Source: an optimization exercise on an open RTL-to-GDS flow (aim: small area, a short achievable clock period and few clock cycles per item). Production flows keep margins and buffers that such runs may drop.
Only simulation tests tie the RTL to the original design; equivalence was not proved.
No activity file was given, so power comes from the tool's default toggle rates.

$ cat flow/config.mk
export PLATFORM = sky130hd
export DESIGN_NAME = peer_connect_holdoff_table_unit
export DESIGN_NICKNAME = peer_connect_holdoff_table_unit
export VERILOG_FILES = /design/flow/design.v
export SDC_FILE = /design/flow/constraint.sdc
export NUM_CORES = 4
export LEC_CHECK = 0
export ABC_CLOCK_PERIOD_IN_PS = 3000
export CAP_MARGIN = 20
export CORE_MARGIN = 2
export CORE_UTILIZATION = 50
export CTS_CLUSTER_DIAMETER = 100
export CTS_CLUSTER_SIZE = 25
export PLACE_DENSITY = 0.65
export SETUP_SLACK_MARGIN = 4.5
export SLEW_MARGIN = 20
$ cat flow/constraint.sdc
create_clock -name core_clock -period 8.0 [get_ports {clk_i}]
set_input_delay 1.6000 -clock core_clock [delete_from_list [all_inputs] [get_ports {clk_i}]]
set_output_delay 1.6000 -clock core_clock [all_outputs]
set_load 0.01 [all_outputs]
$ cat flow/design.v
package phc_pkg;
  localparam int unsigned TABLE_ENTRIES = 32;
  localparam int unsigned IDX_W         = $clog2(TABLE_ENTRIES);
  localparam int unsigned CNT_W         = $clog2(TABLE_ENTRIES + 1);
  localparam int unsigned MAC_W  = 48;
  localparam int unsigned IP_W   = 32;
  localparam int unsigned PORT_W = 16;
  localparam int unsigned MS_W   = 32;
  localparam int unsigned KEY_W  = MAC_W + IP_W + PORT_W;
  localparam int unsigned HOLDOFF_RESET_SEC = 2;
  localparam logic [MS_W-1:0] HOLDOFF_RESET = MS_W'(HOLDOFF_RESET_SEC * 1000);
  typedef enum logic [1:0] {
    OUT_CONNECT  = 2'd0,
    OUT_SUPPRESS = 2'd1,
    OUT_FULL     = 2'd2
  } outcome_e;
  typedef struct packed {
    logic [MAC_W-1:0]  mac;
    logic [IP_W-1:0]   ip;
    logic [PORT_W-1:0] port;
  } peer_key_t;
  typedef struct packed {
    logic             key_we;
    logic             stamp_we;
    logic [IDX_W-1:0] addr;
    peer_key_t        key;
    logic [MS_W-1:0]  stamp;
  } store_wr_t;
endpackage
module phc_store (
  input  logic                              clk_i,
  input  logic                              rst_ni,
  input  logic [phc_pkg::KEY_W-1:0]         s1_key_i,
  input  logic                              s2_v_i,
  output logic [phc_pkg::TABLE_ENTRIES-1:0] s2_sel_o,   
  output logic                              s2_hit_o,
  output logic                              s2_ins_o,   
  output logic                              s2_full_o   
);
  localparam int unsigned N = phc_pkg::TABLE_ENTRIES;
  logic [phc_pkg::KEY_W-1:0] key_mem [0:N-1];
  logic [N-1:0]              valid_q;
  logic [N-1:0]              free_q;       
  logic [N-1:0]              match_q;      
  logic                      same_q;       
  logic                      prev_ins_q;   
  logic [N-1:0]              prev_slot_q;  
  logic [N-1:0]              raw;          
  logic                      full, fwd, hit, ins;
  always_comb begin
    for (int e = 0; e < N; e++) begin
      raw[e] = (key_mem[e] == s1_key_i);
    end
  end
  always_ff @(posedge clk_i) begin
    match_q <= raw & valid_q;
    same_q  <= |(raw & free_q);
  end
  assign full = valid_q[N-1];
  assign fwd  = same_q && prev_ins_q;
  assign hit  = (|match_q) || fwd;
  assign ins  = s2_v_i && !hit && !full;
  assign s2_hit_o  = hit;
  assign s2_ins_o  = ins;
  assign s2_full_o = s2_v_i && !hit && full;
  assign s2_sel_o  = s2_v_i ? (match_q | (fwd ? prev_slot_q : '0) | (ins ? free_q : '0)) : '0;
  always_ff @(posedge clk_i) begin
    for (int e = 0; e < N; e++) begin
      if ((free_q[e] && !ins) || (e != 0 && free_q[(e+N-1)%N])) key_mem[e] <= s1_key_i;
    end
    prev_slot_q <= free_q;
  end
  always_ff @(posedge clk_i or negedge rst_ni) begin
    if (!rst_ni) begin
      valid_q    <= '0;
      free_q     <= N'(1);
      prev_ins_q <= 1'b0;
    end else begin
      prev_ins_q <= ins;
      if (ins) begin
        valid_q <= valid_q | free_q;
        free_q  <= free_q << 1;
      end
    end
  end
endmodule
module peer_connect_holdoff_table_unit (
  input  logic                       clk_i,
  input  logic                       rst_ni,
  input  logic                       req_valid_i,
  output logic                       req_ready_o,
  input  logic [phc_pkg::MAC_W-1:0]  req_peer_mac_i,
  input  logic [phc_pkg::IP_W-1:0]   req_peer_ip_i,
  input  logic [phc_pkg::PORT_W-1:0] req_peer_port_i,
  input  logic [phc_pkg::MS_W-1:0]   req_now_ms_i,
  output logic                       rsp_valid_o,
  input  logic                       rsp_ready_i,
  output logic [1:0]                 rsp_outcome_o,
  output logic                       rsp_was_known_o,
  input  logic                       cfg_valid_i,
  output logic                       cfg_ready_o,
  input  logic [phc_pkg::MS_W-1:0]   cfg_holdoff_ms_i
);
  localparam int unsigned N    = phc_pkg::TABLE_ENTRIES;
  localparam int unsigned MS_W = phc_pkg::MS_W;
  localparam int unsigned CAP  = 8;    
  localparam int unsigned QA_W = $clog2(CAP);
  logic [MS_W-1:0] holdoff_q;
  logic [MS_W-1:0] stamp_mem [0:N-1];
  logic            rdy_q;
  logic [QA_W:0]   tokens_q, tokens_d;
  logic            req_fire, rsp_pop;
  assign req_ready_o = rdy_q;
  assign cfg_ready_o = 1'b1;
  assign req_fire    = req_valid_i && rdy_q;
  logic                      s1_v, s2_v;
  logic [phc_pkg::KEY_W-1:0] s1_key;
  logic [MS_W-1:0]           s1_now, s2_now;
  logic [N-1:0]              s2_sel;
  logic                      s2_hit, s2_ins, s2_full;
  always_ff @(posedge clk_i) begin
    s1_key <= {req_peer_mac_i, req_peer_ip_i, req_peer_port_i};
    s1_now <= req_now_ms_i;
    s2_now <= s1_now;
  end
  phc_store u_store (
    .clk_i     (clk_i),
    .rst_ni    (rst_ni),
    .s1_key_i  (s1_key),
    .s2_v_i    (s2_v),
    .s2_sel_o  (s2_sel),
    .s2_hit_o  (s2_hit),
    .s2_ins_o  (s2_ins),
    .s2_full_o (s2_full)
  );
  logic            s3_v, s3_known, s3_ins, s3_full;
  logic [N-1:0]    s3_sel;
  logic [MS_W-1:0] s3_now;
  logic [MS_W-1:0] s3_stamp;
  logic [MS_W:0]   s3_p;
  always_ff @(posedge clk_i) begin
    s3_sel   <= s2_sel;
    s3_known <= s2_hit;
    s3_ins   <= s2_ins;
    s3_full  <= s2_full;
    s3_now   <= s2_now;
  end
  always_comb begin
    s3_stamp = '0;
    for (int e = 0; e < N; e++) begin
      s3_stamp = s3_stamp | (s3_sel[e] ? stamp_mem[e] : '0);
    end
  end
  assign s3_p = {1'b0, s3_now} - {1'b0, holdoff_q};
  logic            s4_v, s4_known, s4_ins, s4_full, s4_fwd1, s4_fwd2, s4_neg;
  logic [N-1:0]    s4_sel;
  logic [MS_W-1:0] s4_now, s4_stamp, s4_p;
  logic            win0, win1, win2, win, conn;
  logic [1:0]      s4_outcome;
  logic            s5_conn, s6_conn;
  logic [N-1:0]    s5_sel;
  logic [MS_W-1:0] s5_now, s6_now;
  always_ff @(posedge clk_i) begin
    s4_sel   <= s3_sel;
    s4_known <= s3_known;
    s4_ins   <= s3_ins;
    s4_full  <= s3_full;
    s4_now   <= s3_now;
    s4_stamp <= s3_stamp;
    s4_p     <= s3_p[MS_W-1:0];
    s4_neg   <= s3_p[MS_W];
    s4_fwd1  <= |(s3_sel & s4_sel);
    s4_fwd2  <= |(s3_sel & s5_sel);
  end
  function automatic logic window(input logic [MS_W-1:0] st, input logic [MS_W-1:0] now,
                                  input logic [MS_W-1:0] p, input logic neg);
    window = neg ? ((st > now) && (st < p)) : ((st < p) || (st > now));
  endfunction
  assign win0 = window(s4_stamp, s4_now, s4_p, s4_neg);
  assign win1 = window(s5_now,   s4_now, s4_p, s4_neg);
  assign win2 = window(s6_now,   s4_now, s4_p, s4_neg);
  assign win  = (s4_fwd1 && s5_conn) ? win1
              : (s4_fwd2 && s6_conn) ? win2
              : win0;
  assign conn = s4_ins || (s4_known && win);
  assign s4_outcome = s4_full ? phc_pkg::OUT_FULL
                    : conn    ? phc_pkg::OUT_CONNECT
                              : phc_pkg::OUT_SUPPRESS;
  always_ff @(posedge clk_i) begin
    s5_sel  <= s4_sel;
    s5_conn <= conn;
    s5_now  <= s4_now;
    s6_conn <= s5_conn;
    s6_now  <= s5_now;
    for (int e = 0; e < N; e++) begin
      if (s5_sel[e] && s5_conn) stamp_mem[e] <= s5_now;
    end
  end
  logic [2:0]      q_mem [0:CAP-1];
  logic [QA_W-1:0] q_wr_q, q_rd_q;
  logic [QA_W:0]   q_cnt_q;
  logic            q_load;
  logic            out_valid_q;
  logic [1:0]      out_outcome_q;
  logic            out_known_q;
  assign rsp_valid_o     = out_valid_q;
  assign rsp_outcome_o   = out_outcome_q;
  assign rsp_was_known_o = out_known_q;
  assign rsp_pop = out_valid_q && rsp_ready_i;
  assign q_load  = (q_cnt_q != '0) && (!out_valid_q || rsp_ready_i);
  always_ff @(posedge clk_i) begin
    if (s4_v) q_mem[q_wr_q] <= {s4_known, s4_outcome};
  end
  assign tokens_d = tokens_q + (QA_W+1)'(req_fire) - (QA_W+1)'(rsp_pop);
  always_ff @(posedge clk_i or negedge rst_ni) begin
    if (!rst_ni) begin
      holdoff_q     <= phc_pkg::HOLDOFF_RESET;
      rdy_q         <= 1'b0;
      tokens_q      <= '0;
      s1_v          <= 1'b0;
      s2_v          <= 1'b0;
      s3_v          <= 1'b0;
      s4_v          <= 1'b0;
      q_wr_q        <= '0;
      q_rd_q        <= '0;
      q_cnt_q       <= '0;
      out_valid_q   <= 1'b0;
      out_outcome_q <= phc_pkg::OUT_CONNECT;
      out_known_q   <= 1'b0;
    end else begin
      if (cfg_valid_i) holdoff_q <= cfg_holdoff_ms_i;
      tokens_q <= tokens_d;
      rdy_q    <= (tokens_d < (QA_W+1)'(CAP));
      s1_v     <= req_fire;
      s2_v     <= s1_v;
      s3_v     <= s2_v;
      s4_v     <= s3_v;
      if (s4_v) q_wr_q <= q_wr_q + 1'b1;
      if (q_load) q_rd_q <= q_rd_q + 1'b1;
      q_cnt_q  <= q_cnt_q + (QA_W+1)'(s4_v) - (QA_W+1)'(q_load);
      if (q_load) begin
        out_valid_q   <= 1'b1;
        {out_known_q, out_outcome_q} <= q_mem[q_rd_q];
      end else if (rsp_ready_i) begin
        out_valid_q <= 1'b0;
      end
    end
  end
endmodule
$ cat flow/run.sh
#!/bin/bash
# synth_recipe.tcl (not shown) runs the flow's synth.tcl, then flattens the netlist and writes it again
# the make line also repeats each setting of config.mk as NAME=value (left out here)
make -C /OpenROAD-flow-scripts/flow DESIGN_CONFIG=/design/flow/config.mk WORK_HOME=/design/flow/orfs CLKGATE_MAP_FILE= SYNTH_SCRIPT=/design/flow/synth_recipe.tcl finish
==> results of run 1 <==
==> synth_stat cells, drive strengths merged, types with 76 or more instances <==
cell and number:
edfxtp 4120, a22o 76, nand2b 78, buf 360, inv 184, a22oi 427, nand3 93, nand4 635
nor4 456, a21oi 111, a221oi 83, dfrtp 113, xnor2 1767, clkbuf 176, nand2 179, xor2 1271
ha 232, dfxtp 524, o21ai 77
==> power by group through the flow <==
stage | combinational (mW) | sequential (mW) | clock, mW
5_1_grt | 3.49 | 27.6 | 14.0
3_3_place_gp | 3.01 | 28.2 | 0
2_1_floorplan | 1.76 | 27.9 | 0
6_report | 3.32 | 27.6 | 13.2
4_1_cts | 3.18 | 27.6 | 13.2
3_5_place_dp | 3.05 | 28.2 | 0
==> cells by family (layout without fill, tap and decap cells) <==
logic type / after synthesis / in the layout / share of synthesized area, %
simple gates: 1658 / 1659 / 5.20
other cells: 1 / 84 / 0.00200
compound gates: 977 / 977 / 3.83
fa+ha+maj: 238 / 238 / 1.60
xor+xnor: 3038 / 3038 / 14.2
mux: 13 / 13 / 0.112
flops: 4764 / 4764 / 73.3
buf+inv: 720 / 1227 / 1.74
==> metrics by stage <==
step | std cells | utilization [%]
2_1_floorplan | 11400 | -
3_3_place_gp | 16400 | 52.8
3_5_place_dp | 16400 | 52.8
4_1_cts | 16800 | 54.7
5_1_grt | 16900 | 55.0
6_report | 17000 | 55.0
==> layout make-up <==
class,count,area (sq um),share of cell area (%)
antenna,83,208,0.101
sequential,4764,138000,67.2
clock buffer,374,6080,2.97
tap,4972,6220,3.03
timing repair buffer,650,6510,3.18
multi-input combinational,5926,47300,23.1
clock inverter,19,282,0.137
inverter,184,693,0.338
==> metal layers <==
metal,share of wire (%),wire [um],vias to the layer above,track usage [%]
met5,0.040,255,-,0
met4,3.9,24500,40,11.1
met3,13,85200,1025,7.60
met2,44,276000,7809,48.2
met1,39,245000,56500,46.8
li1,-,-,43300,-
==> timing repair <==
action	4_1_cts	5_1_grt
setup endpoints to repair	287	908
pin swaps	1	5
buffers inserted	49	55
cloned	0	2
gates resized for setup	71	64
==> worst max-delay path: cells and delay by family (launching register included) <==
family           cells  cell delay [ps]
XOR/XNOR             1              950
AND/OR/NAND/NOR      6             1840
flip-flops           1              470
AO/OA/AOI/OAI        1              250
==> path summary, 6_finish.rpt <==
kind,from,to,slack (ps),cells past startpoint
min reg2reg,s2_now[9]$_DFF_P_,s3_now[9]$_DFF_P_,330,0
min,s2_now[9]$_DFF_P_,s3_now[9]$_DFF_P_,330,0
max in group asynchronous,rst_ni,u_store.valid_q[5]$_DFFE_PN0P_,5890,2
min in group asynchronous,rst_ni,q_rd_q[2]$_DFFE_PN0P_,760,1
max reg2reg,s1_key[0]$_DFF_P_,u_store.same_q$_DFF_P_,4430,8
max,s1_key[0]$_DFF_P_,u_store.same_q$_DFF_P_,4430,8
==> out/qor.yml, run 1 <==
slew_violations: 0
portBuffers: 169
overflow: 0
cp_common_cell: "nand4_1"
maxCapViolations: 0
ys_types: 76
antenna_found_initial: 94
status: "timing/DRC/antenna clean"
viasPerCell: 6.40
worstPathArrival_ps: 4520
die_y_um: 616
drt-total-wl_mm: 631
ir_worst_vdd_uv: 205
clk_latency_ps: 1010
synthesis.nets: 11800
switching_share_pct: 23.7
synth_seq_cells: 4764
relSlewSlack_pct: 20.0
cts_buffers: 216
fmax_ghz: 0.280
post-route-cell-area_sq_um: 205000
intPower_mw: 33.6
cts_tree: "yes"
drt_pass1_iterations: 8
clock_path_buffers: 4
largest_reg_flops: 3072
areaGrowthSynthToFinish_pct: 9.52
place_ws_ps: 3710
hold_class: "reg -> reg"
drtIter0Drc: 18900
crit_required_ps: 8940
final-setup-viol-count: 0
coreArea_sq_um: 372000
synthArstFlopShare_pct: 2.52
critPathCaptureType: "register"
drive_gt1_share_pct: 8.44
synth_warnings: 4
hold_viol: 0
initial_utilization_pct: 50.3
switching_power_mw: 10.4
ant_nets: 0
leakage_nw: 66.1
critPathLaunchType: "register"
synth_ff_type: "edfxtp_1"
p_seq_share_pct: 62.6
cts-htree-levels: 4
top_register: "u_store.key_mem"
syn_inst: 11400
grt_util_all_layers_pct: 32.4
critPathSlowestCell: "xnor2_1"
ys_top_cells_by_area: "edfxtp_1 66%, xnor2_1 8.3%, xor2_1 5.9%"
fillCellCount: 28800
ctsRootBufferMaster: "clkbuf_16"
clk_pin_slew_worst_paths_ps: 100
synth_area_per_cell_sq_um: 16.4
num_vias: 109000
worst_pin_slew_ps: 1200
synth_edf_count: 4120
gp_congestion: 0.912
comb_power_share_pct: 7.5
setup.worst_path.class: "reg -> reg"
grt_max_degree: 95
dpl-instance-area_sq_um: 197000
wire_per_inst_um: 37.2
ctsHoldBuffers: 0
synth_top_area_share_pct: 66.1
yosysSeqAreaShare_pct: 73.3
cts_sinks: 4764
first_global_vias: 101000
grt_pass1_wl_mm: 845
rows: 224
final_cell_mix: "4120 x edfxtp_1, 1763 x xnor2_1, 1271 x xor2_1, 635 x nand4_1, 435 x nor4_1"
cp_slowest_stage_delay_ps: 950
setup_slack_ps: 4430
fin_crit_sh_pct: 44.7
pin_count: 171
hpwl_mm: 367
layout_commonest_cell: "edfxtp_1"
worstPathMaxFanout: 13
reg_top3: "u_store.key_mem: 3072 flops, stamp_mem: 1024 flops, s1_key: 96 flops"
die_area_sq_um: 379000
syn-cell-area_sq_um: 187000
synth.largest_area_cell: "edfxtp_1"
holdWs_ps: 328
drc: 0
power.density_nw_per_um2: 215
finClkSkew_ps: 66.6
path_cells: "xnor2_1, nand4_1, nor4_1, nand4_1, nor3_2, a22oi_1, nand4_1, or4_1"
post-route-min-period_ps: 3570
fp.dieW_um: 616
setup_tns_ps: 0
fin_nets: 12100
rsz0062_at_grt: "no"
finalPower_mw: 44.0
p_clk_share_pct: 29.9
Testbench counts, summed over its fixed seeds: cycles 4,848, items 4,800.
==> run 2: changes to the inputs <==
--- a/flow/design.v
+++ b/flow/design.v
@@ -41,42 +41,36 @@
   logic [phc_pkg::KEY_W-1:0] key_mem [0:N-1];
   logic [N-1:0]              valid_q;
   logic [N-1:0]              free_q;       
-  logic [N-1:0]              match_q;      
-  logic                      same_q;       
-  logic                      prev_ins_q;   
-  logic [N-1:0]              prev_slot_q;  
   logic [N-1:0]              raw;          
-  logic                      full, fwd, hit, ins;
+  logic [N-1:0]              raw_q;        
+  logic [N-1:0]              match;
+  logic                      full, hit, ins;
   always_comb begin
     for (int e = 0; e < N; e++) begin
       raw[e] = (key_mem[e] == s1_key_i);
     end
   end
   always_ff @(posedge clk_i) begin
-    match_q <= raw & valid_q;
-    same_q  <= |(raw & free_q);
+    raw_q <= raw;
   end
   assign full = valid_q[N-1];
-  assign fwd  = same_q && prev_ins_q;
-  assign hit  = (|match_q) || fwd;
+  assign match = raw_q & valid_q;
+  assign hit   = |match;
   assign ins  = s2_v_i && !hit && !full;
   assign s2_hit_o  = hit;
   assign s2_ins_o  = ins;
   assign s2_full_o = s2_v_i && !hit && full;
-  assign s2_sel_o  = s2_v_i ? (match_q | (fwd ? prev_slot_q : '0) | (ins ? free_q : '0)) : '0;
+  assign s2_sel_o  = s2_v_i ? (match | (ins ? free_q : '0)) : '0;
   always_ff @(posedge clk_i) begin
     for (int e = 0; e < N; e++) begin
       if ((free_q[e] && !ins) || (e != 0 && free_q[(e+N-1)%N])) key_mem[e] <= s1_key_i;
     end
-    prev_slot_q <= free_q;
   end
   always_ff @(posedge clk_i or negedge rst_ni) begin
     if (!rst_ni) begin
       valid_q    <= '0;
       free_q     <= N'(1);
-      prev_ins_q <= 1'b0;
     end else begin
-      prev_ins_q <= ins;
       if (ins) begin
         valid_q <= valid_q | free_q;
         free_q  <= free_q << 1;
@@ -113,31 +107,31 @@
   assign req_ready_o = rdy_q;
   assign cfg_ready_o = 1'b1;
   assign req_fire    = req_valid_i && rdy_q;
-  logic                      s1_v, s2_v;
-  logic [phc_pkg::KEY_W-1:0] s1_key;
-  logic [MS_W-1:0]           s1_now, s2_now;
+  logic                      s2_v;
+  logic [MS_W-1:0]           s2_now;
   logic [N-1:0]              s2_sel;
   logic                      s2_hit, s2_ins, s2_full;
   always_ff @(posedge clk_i) begin
-    s1_key <= {req_peer_mac_i, req_peer_ip_i, req_peer_port_i};
-    s1_now <= req_now_ms_i;
-    s2_now <= s1_now;
+    s2_now <= req_now_ms_i;
   end
   phc_store u_store (
     .clk_i     (clk_i),
     .rst_ni    (rst_ni),
-    .s1_key_i  (s1_key),
+    .s1_key_i  ({req_peer_mac_i, req_peer_ip_i, req_peer_port_i}),
     .s2_v_i    (s2_v),
     .s2_sel_o  (s2_sel),
     .s2_hit_o  (s2_hit),
     .s2_ins_o  (s2_ins),
     .s2_full_o (s2_full)
   );
-  logic            s3_v, s3_known, s3_ins, s3_full;
+  logic            s3_v, s3_known, s3_ins, s3_full, s3_byp;
   logic [N-1:0]    s3_sel;
   logic [MS_W-1:0] s3_now;
-  logic [MS_W-1:0] s3_stamp;
+  logic [MS_W-1:0] s3_read, s3_stamp;
   logic [MS_W:0]   s3_p;
+  logic            s5_conn;
+  logic [N-1:0]    s5_sel;
+  logic [MS_W-1:0] s5_now;
   always_ff @(posedge clk_i) begin
     s3_sel   <= s2_sel;
     s3_known <= s2_hit;
@@ -146,20 +140,19 @@
     s3_now   <= s2_now;
   end
   always_comb begin
-    s3_stamp = '0;
-    for (int e = 0; e < N; e++) begin
-      s3_stamp = s3_stamp | (s3_sel[e] ? stamp_mem[e] : '0);
-    end
-  end
+    s3_read = '0;
+    for (int e = 0; e < N; e++) begin
+      s3_read = s3_read | (s3_sel[e] ? stamp_mem[e] : '0);
+    end
+  end
+  assign s3_byp   = (|(s3_sel & s5_sel)) && s5_conn;
+  assign s3_stamp = s3_byp ? s5_now : s3_read;
   assign s3_p = {1'b0, s3_now} - {1'b0, holdoff_q};
-  logic            s4_v, s4_known, s4_ins, s4_full, s4_fwd1, s4_fwd2, s4_neg;
+  logic            s4_v, s4_known, s4_ins, s4_full, s4_fwd, s4_neg;
   logic [N-1:0]    s4_sel;
   logic [MS_W-1:0] s4_now, s4_stamp, s4_p;
-  logic            win0, win1, win2, win, conn;
+  logic            win0, win1, win, conn;
   logic [1:0]      s4_outcome;
-  logic            s5_conn, s6_conn;
-  logic [N-1:0]    s5_sel;
-  logic [MS_W-1:0] s5_now, s6_now;
   always_ff @(posedge clk_i) begin
     s4_sel   <= s3_sel;
     s4_known <= s3_known;
@@ -169,8 +162,7 @@
     s4_stamp <= s3_stamp;
     s4_p     <= s3_p[MS_W-1:0];
     s4_neg   <= s3_p[MS_W];
-    s4_fwd1  <= |(s3_sel & s4_sel);
-    s4_fwd2  <= |(s3_sel & s5_sel);
+    s4_fwd   <= |(s3_sel & s4_sel);
   end
   function automatic logic window(input logic [MS_W-1:0] st, input logic [MS_W-1:0] now,
                                   input logic [MS_W-1:0] p, input logic neg);
@@ -178,10 +170,7 @@
   endfunction
   assign win0 = window(s4_stamp, s4_now, s4_p, s4_neg);
   assign win1 = window(s5_now,   s4_now, s4_p, s4_neg);
-  assign win2 = window(s6_now,   s4_now, s4_p, s4_neg);
-  assign win  = (s4_fwd1 && s5_conn) ? win1
-              : (s4_fwd2 && s6_conn) ? win2
-              : win0;
+  assign win  = (s4_fwd && s5_conn) ? win1 : win0;
   assign conn = s4_ins || (s4_known && win);
   assign s4_outcome = s4_full ? phc_pkg::OUT_FULL
                     : conn    ? phc_pkg::OUT_CONNECT
@@ -190,8 +179,6 @@
     s5_sel  <= s4_sel;
     s5_conn <= conn;
     s5_now  <= s4_now;
-    s6_conn <= s5_conn;
-    s6_now  <= s5_now;
     for (int e = 0; e < N; e++) begin
       if (s5_sel[e] && s5_conn) stamp_mem[e] <= s5_now;
     end
@@ -217,7 +204,6 @@
       holdoff_q     <= phc_pkg::HOLDOFF_RESET;
       rdy_q         <= 1'b0;
       tokens_q      <= '0;
-      s1_v          <= 1'b0;
       s2_v          <= 1'b0;
       s3_v          <= 1'b0;
       s4_v          <= 1'b0;
@@ -231,8 +217,7 @@
       if (cfg_valid_i) holdoff_q <= cfg_holdoff_ms_i;
       tokens_q <= tokens_d;
       rdy_q    <= (tokens_d < (QA_W+1)'(CAP));
-      s1_v     <= req_fire;
-      s2_v     <= s1_v;
+      s2_v     <= req_fire;
       s3_v     <= s2_v;
       s4_v     <= s3_v;
       if (s4_v) q_wr_q <= q_wr_q + 1'b1;
--- a/flow/config.mk
+++ b/flow/config.mk
@@ -12,5 +12,5 @@
 export CTS_CLUSTER_DIAMETER = 100
 export CTS_CLUSTER_SIZE = 25
 export PLACE_DENSITY = 0.65
-export SETUP_SLACK_MARGIN = 4.5
+export SETUP_SLACK_MARGIN = 4.6
 export SLEW_MARGIN = 20
==> out/qor.yml, run 2 <==
synth_warnings: 4  # unchanged
synthArstFlopShare_pct: 2.58  # was 2.52%
leakage_nw: 62.0  # was 66.1 nW
fp.dieW_um: 606  # was 616 um
ctsRootBufferMaster: "clkbuf_16"  # unchanged
num_vias: 104000  # was 109k
drive_gt1_share_pct: 7.53  # was 8.44%
fin_nets: 11600  # was 12.1k
hold_viol: 0  # unchanged
m1WireLength_mm: 226  # was 245 mm
syn_inst: 11100  # was 11.4k
antenna_found_initial: 43  # was 94
top_register: "u_store.key_mem"  # unchanged
grt_max_degree: 93  # was 95
final_cell_mix: "4120 x edfxtp_1, 1963 x xnor2_1, 1059 x xor2_1, 705 x nand4_1, 432 x nor4_1"  # was 4120 x edfxtp_1, 1763 x xnor2_1, 1271 x xor2_1, 635 x nand4_1, 435 x nor4_1
comb_power_share_pct: 7.5  # about the same
ys_types: 80  # was 76
finClkSkew_ps: 158  # was 66.6 ps
reg_top3: "u_store.key_mem: 3072 flops, stamp_mem: 1024 flops"  # was u_store.key_mem: 3072 flops, stamp_mem: 1024 flops, s1_key: 96 flops
rsz0062_at_grt: "no"  # unchanged
dr_wl_met2_mm: 274  # was 276 mm
power.density_nw_per_um2: 213  # was 215 nW/um^2
setup.worst_path.class: "in -> reg"  # was reg -> reg
synth_seq_cells: 4567  # was 4764
status: "timing/DRC/antenna clean"  # unchanged
drt-total-wl_mm: 591  # was 631 mm
drt_pass1_iterations: 8  # unchanged
synth_ff_type: "edfxtp_1"  # unchanged
min_from: "s3_ins$_DFF_P_"  # was s2_now[9]$_DFF_P_
ir_worst_vdd_uv: 259  # was 205 uV
switching_power_mw: 9.81  # was 10.4 mW
overflow: 0  # unchanged
yosysSeqAreaShare_pct: 73.5  # was 73.3%
crit_start: "req_peer_mac_i[22]"  # was s1_key[0]$_DFF_P_
switching_share_pct: 23.4  # was 23.7%
worst_pin_slew_ps: 1120  # was 1200 ps
portBuffers: 169  # unchanged
clk_pin_slew_worst_paths_ps: 100  # about the same
coreArea_sq_um: 362000  # was 372000 sq um
place_ws_ps: 3480  # was 3710 ps
cts_sinks: 4567  # was 4764
gp_congestion: 0.886  # was 0.912
die_y_um: 606  # was 616 um
grt_util_all_layers_pct: 31.6  # was 32.4%
viasPerCell: 6.39  # was 6.40
areaGrowthSynthToFinish_pct: 8.56  # was 9.52%
die_area_sq_um: 368000  # was 379000 sq um
synthesis.nets: 11400  # was 11.8k
first_global_vias: 97500  # was 101k
drtIter0Drc: 16700  # was 18.9k
ys_top_cells_by_area: "edfxtp_1 68%, xnor2_1 9.5%, xor2_1 5.1%"  # was edfxtp_1 66%, xnor2_1 8.3%, xor2_1 5.9%
final-setup-viol-count: 0  # unchanged
dr_wl_met3_mm: 64.5  # was 85.2 mm
post-route-min-period_ps: 3510  # was 3570 ps
final_core_util_pct: 54.4  # was 55.0%
largest_reg_flops: 3072  # unchanged
fin_crit_sh_pct: 43.9  # was 44.7%
synth_commonest_cells: "4120 x edfxtp_1, 1963 x xnor2_1, 1060 x xor2_1"  # was 4120 x edfxtp_1, 1767 x xnor2_1, 1271 x xor2_1
cts_tree: "yes"  # unchanged
crit_required_ps: 8740  # was 8940 ps
slew_violations: 0  # unchanged
hold_class: "reg -> reg"  # unchanged
routed.top_layer: "met5"  # unchanged
clock_path_buffers: 4  # unchanged
fmax_ghz: 0.285  # was 0.280 GHz
synth_top_area_share_pct: 68.2  # was 66.1%
cts-htree-levels: 4  # unchanged
synth_area_per_cell_sq_um: 16.4  # about the same
rr_startpoint: "s3_sel[20]$_SDFF_PN0_"  # was s1_key[0]$_DFF_P_
p_clk_share_pct: 29.9  # about the same
drc: 0  # unchanged
ant_nets: 0  # unchanged
intPower_mw: 32.2  # was 33.6 mW
critPathLaunchType: "input pin"  # was register
grt_pass1_wl_mm: 803  # was 845 mm
critPathCaptureType: "register"  # unchanged
relSlewSlack_pct: 24.6  # was 20.0%
initial_utilization_pct: 50.2  # was 50.3%
layout_commonest_cell: "edfxtp_1"  # unchanged
setup_tns_ps: 0  # unchanged
hpwl_mm: 347  # was 367 mm
setup_slack_ps: 4490  # was 4430 ps
cts_buffers: 207  # was 216
p_seq_share_pct: 62.6  # about the same
syn-cell-area_sq_um: 181000  # was 187000 sq um
maxCapViolations: 0  # unchanged
rows: 221  # was 224
synth.most_common_cell: "edfxtp_1"  # unchanged
wire_per_inst_um: 36.4  # was 37.2 um
worstPathArrival_ps: 4250  # was 4520 ps
pin_count: 171  # unchanged
synth.largest_area_cell: "edfxtp_1"  # unchanged
clk_latency_ps: 1030  # was 1010 ps
synth_edf_count: 4120  # unchanged
worstPathMaxFanout: 26  # was 13
-- run 2: logic make-up after synthesis --
group	share of synthesized area, %
flops	73.5
other cells	0.00207
compound gates	3.84
simple gates	5.19
mux	0.115
fa+ha+maj	1.21
buf+inv	1.59
xor+xnor	14.6
-- run 2: worst paths after layout --
kind | endpoint | slack [ps] | cells after the start
setup / recovery | u_store.raw_q[25]$_DFF_P_ | 4490 | 7
hold / removal | s4_ins$_DFF_P_ | 240 | 0
setup reg to reg | s4_stamp[31]$_DFF_P_ | 4590 | 8
hold reg to reg | s4_ins$_DFF_P_ | 240 | 0
max in group asynchronous | s2_v$_DFF_PN0_ | 6440 | 2
min in group asynchronous | holdoff_q[30]$_DFFE_PN0P_ | 440 | 1
-- run 2: power by group through the flow --
stage	clock network [mW]	logic [mW]	registers (mW)
floorplan	0	1.60	26.8
global placement	0	3.03	26.8
detailed placement	0	3.09	26.8
CTS	12.6	3.10	26.3
global route	13.3	3.31	26.3
finish	12.6	3.16	26.3
-- run 2: critical path, cell delays in order --
cell and delay (ps):
buf_4 560, buf_4 670, xnor2_1 180, nand4_1 130, nor4_1 370, nand4_1 210, nor3_1 500
-- run 2: timing repair --
| action | CTS | global route |
|---|---|---|
| resized for setup | 103 | 30 |
| setup endpoints to repair | 2346 | 1101 |
| gates cloned | 7 | 0 |
| buffers inserted | 2 | 7 |
| pin swaps | 2 | 5 |
| hold buffers | 0 | 0 |
-- run 2: final cells by class --
class                           count  area, sq um
Inverter                          218          820
Clock inverter                     16          223
Multi-Input combinational cell   5751        45700
Sequential cell                  4567       133000
Clock buffer                      361         5840
Timing Repair Buffer              507         4870
Fill cell                       28500       165000
Tap cell                         4794         6000
Antenna cell                       12         30.0
-- run 2: routing by layer --
metal	vias up	track usage, %
met4	6	11.7
met5	-	0
met1	54000	44.3
met2	6907	50.4
met3	1019	4.75
li1	41700	-
-- run 2: per-stage QoR --
stage / cell area [sq um] / cells / power, mW / hold slack, ps
detailed placement: 190000 / 15800 / 29.9 / 313
CTS: 197000 / 16200 / 42.0 / 267
floorplan: 181000 / 11100 / 28.4 / 310
global placement: 190000 / 15800 / 29.8 / 316
finish: 197000 / 16200 / 42.0 / 242
global route: 197000 / 16200 / 42.9 / 298
Testbench counts of run 2, summed over its fixed seeds: cycles 4,840, items 4,800.

[port drivers added, routing unchanged]
The results above use ideal ports. As a check the final layouts listed here were re-extracted and re-timed, cells and wires unchanged.
Step 1 (the two cells are an assumption about what drives the block):
set clk [get_ports {clk_i}]
set_driving_cell -lib_cell sky130_fd_sc_hd__clkbuf_16 $clk
set_driving_cell -lib_cell sky130_fd_sc_hd__buf_2 [delete_from_list [all_inputs] $clk]
Step 2 also shifts input and output timing later by t, the mid clock arrival at the registers, as if the neighbouring blocks saw the same clock.
Slacks: ideal / step 1 / step 2; pairs: ideal / step 1.
| run | t, ns | setup slack, ns | latest minus earliest clock arrival (ns) |
|---|---|---|---|
| run 1 | 1.085 | 4.428 / 4.428 / 3.789 | 0.072 / 0.072 |
| run 2 | 1.071 | 4.485 / 4.575 / 3.503 | 0.163 / 0.163 |
After both steps setup and hold are still met in every run listed. For run 2, which loses most, drivers alone change the setup slack by +0.090 ns; drivers and shift together by -0.982 ns.
